Context: an optimization exercise on an open-source flow, tuned for small area. The choices shown serve that exercise and are no tape-out recipe. Only simulation tests tie the RTL to the original design; equivalence was not proved. Power and IR drop assume default switching activity.

main:
## mic_i2s_rx
module mic_i2s_rx (
   input  logic                clk,
   input  logic                reset_n,
   input  logic                enable,
   input  logic                clr_overrun,
   output logic                mic_clk,
   output logic                mic_ws,
   input  logic [mic_rx_pkg::N_LINES-1:0]  mic_data,
   output logic                out_valid,
   input  logic                out_ready,
   output logic [mic_rx_pkg::SAMPLE_W-1:0] out_data,
   output logic [mic_rx_pkg::CHAN_W-1:0]   out_chan,
   output logic                out_last,
   output logic [15:0]         frame_cnt,
   output logic                overrun
);
   localparam int NL     = mic_rx_pkg::N_LINES;
   localparam int NC     = mic_rx_pkg::N_CHAN;
   localparam int W      = mic_rx_pkg::SAMPLE_W;
   localparam int RL     = W + 1;       
   localparam int LO_CH  = 14;          
   localparam int LO_DLY = 14;          
   logic [9:0] pos_q;
   logic       phase_hit_s, sample_stb, frame_done;
   always_ff @(posedge clk or negedge reset_n) begin
      if (!reset_n)
         pos_q <= 10'd0;
      else if (enable)
         pos_q <= pos_q + 10'd1;
      else
         pos_q <= 10'd0;
   end
   assign phase_hit_s = enable && (pos_q[3:0] == 4'd5);
   assign sample_stb  = phase_hit_s && (pos_q[8:4] != 5'd0) && (pos_q[8:4] <= 5'd16);
   assign frame_done  = phase_hit_s && (pos_q[8:4] == 5'd17) && pos_q[9];
   assign mic_clk     = pos_q[3];
   assign mic_ws      = pos_q[9];
   logic [NL-1:0][RL-1:0] ring_o_q;    
   logic [NL-1:0][RL-1:0] ring_e_q;    
   logic ins_o, ins_e;
   assign ins_o = sample_stb && !pos_q[9];
   assign ins_e = sample_stb &&  pos_q[9];
   always_ff @(posedge clk) begin
      for (int j = 0; j < NL; j++) begin
         ring_o_q[j] <= {ring_o_q[j][RL-2:0], ins_o ? mic_data[j] : ring_o_q[j][RL-1]};
         ring_e_q[j] <= {ring_e_q[j][RL-2:0], ins_e ? mic_data[j] : ring_e_q[j][RL-1]};
      end
   end
   function automatic int tap_pos(input int c, input int dly);
      tap_pos = (c % 2) ? (RL - dly) % RL : W - 1 - dly;
   endfunction
   function automatic int ins_pos(input int dly);
      ins_pos = (W - dly) % W;
   endfunction
   logic [NC-1:0][W-1:0] obuf_q;
   logic                 ld, cp_q, start_q, busy, out_valid_q, overrun_q;
  ...
For scale: roughly 3100 cells after synthesis, ~2200 flip-flops.
==> flow/config.mk <==
export PLATFORM = sky130hd
export DESIGN_NAME = mic_i2s_rx
export DESIGN_NICKNAME = mic_i2s_rx
export VERILOG_FILES = /design/flow/design.v
export SDC_FILE = /design/flow/constraint.sdc
export NUM_CORES = 4
export LEC_CHECK = 0
export CAP_MARGIN = 20
export CORE_MARGIN = 2
export CORE_UTILIZATION = 60
export PLACE_DENSITY = 0.8
export SLEW_MARGIN = 20
export SYNTH_HIERARCHICAL = 1
==> flow/constraint.sdc <==
create_clock -name core_clock -period 10.0 [get_ports {clk}]
set_input_delay 2.0000 -clock core_clock [delete_from_list [all_inputs] [get_ports {clk}]]
set_output_delay 2.0000 -clock core_clock [all_outputs]
set_load 0.01 [all_outputs]
standard.sh (not shown) runs the stock make flow with config.mk's settings and CLKGATE_MAP_FILE= SYNTH_SCRIPT=/design/flow/synth_recipe.tcl, a recipe that flattens the netlist after the stock synthesis.
==> flow/flow/run.sh <==
#!/bin/bash
# Layout flow: the standard flow (standard.sh: ORFS synthesis to finish)
# with two changes to how the layout is made:
#  * port buffers are the smallest buffer cell (buf_1) instead of the one
#    buffer_ports picks by default;
#  * clock tree synthesis adds no dummy loads.
# Each tool's full output is in the logs under orfs/logs/; make's own output
# goes to flow_make.log in the work folder.
set -euo pipefail
cd "$(dirname "$0")/.."
export BUFFER_PORTS_ARGS="-buffer_cell sky130_fd_sc_hd__buf_1"
export CTS_ARGS="-sink_clustering_enable -repair_clock_nets -sink_clustering_size 20 -sink_clustering_max_diameter 50 -buf_list sky130_fd_sc_hd__clkbuf_8 -dont_use_dummy_load"
bash standard.sh finish > flow_make.log 2>&1
Input changes introduced in the feature branch (baseline for comparison: main):
diff --git a/flow/flow/run.sh b/flow/flow/run.sh
--- a/flow/flow/run.sh
+++ b/flow/flow/run.sh
@@ -10,4 +10,4 @@
 cd "$(dirname "$0")/.."
 export BUFFER_PORTS_ARGS="-buffer_cell sky130_fd_sc_hd__buf_1"
-export CTS_ARGS="-sink_clustering_enable -repair_clock_nets -sink_clustering_size 20 -sink_clustering_max_diameter 50 -buf_list sky130_fd_sc_hd__clkbuf_8 -dont_use_dummy_load"
+export CTS_ARGS="-sink_clustering_enable -repair_clock_nets -sink_clustering_size 20 -sink_clustering_max_diameter 40 -buf_list sky130_fd_sc_hd__clkbuf_8 -dont_use_dummy_load"
 bash standard.sh finish > flow_make.log 2>&1
==> comparison <==
- Clock network fraction of total power ended up 1.5 points higher on the feature branch than on main.
- In the metrics for main and the feature branch, the one carrying the higher CTS buffer count is the feature branch.
- Diff main -> the feature branch: cell area power density +3.2 nW/um^2; register-to-register slack now sits higher.
- There was hardly any difference in buffers plus inverters on the worst setup path between main and the feature branch.
- Compared with main, in the feature branch share of cells above drive strength 1 went up 0.62 points; largest voltage drop on the vdd net climbed about 1.1%; first-pass detailed-route iteration total saw a decrease; cell area went up 0.62%.
- On internal power of the cells: the feature branch sits above main.
- The topmost layer with routed signal wires comes out met4 in one run and met5 in the other, namely in the feature branch and main respectively.

-- static timing again, ports no longer ideal --
No port has a modelled driver above. Below, the same layouts with a new extraction and two added sets of constraints. Step 1 sets driving cells, clkbuf_16 on the clock port and buf_2 on the other inputs (assumed; they add their load-dependent delay and slew). Step 2 also shifts input and output timing later by t, the mid clock arrival at the registers, as if the neighbouring blocks saw the same clock. a / b / c = ideal ports / drivers / drivers and shift; a / b = the first two.
run | t, ns | setup slack, ns | slew at the worst register clock pin (ns)
main | 0.852 | 2.079 / 2.013 / 2.865 | 0.12 / 0.12
the feature branch | 0.873 | 2.103 / 2.038 / 2.911 | 0.11 / 0.11
After both steps setup and hold are still met in every run listed.
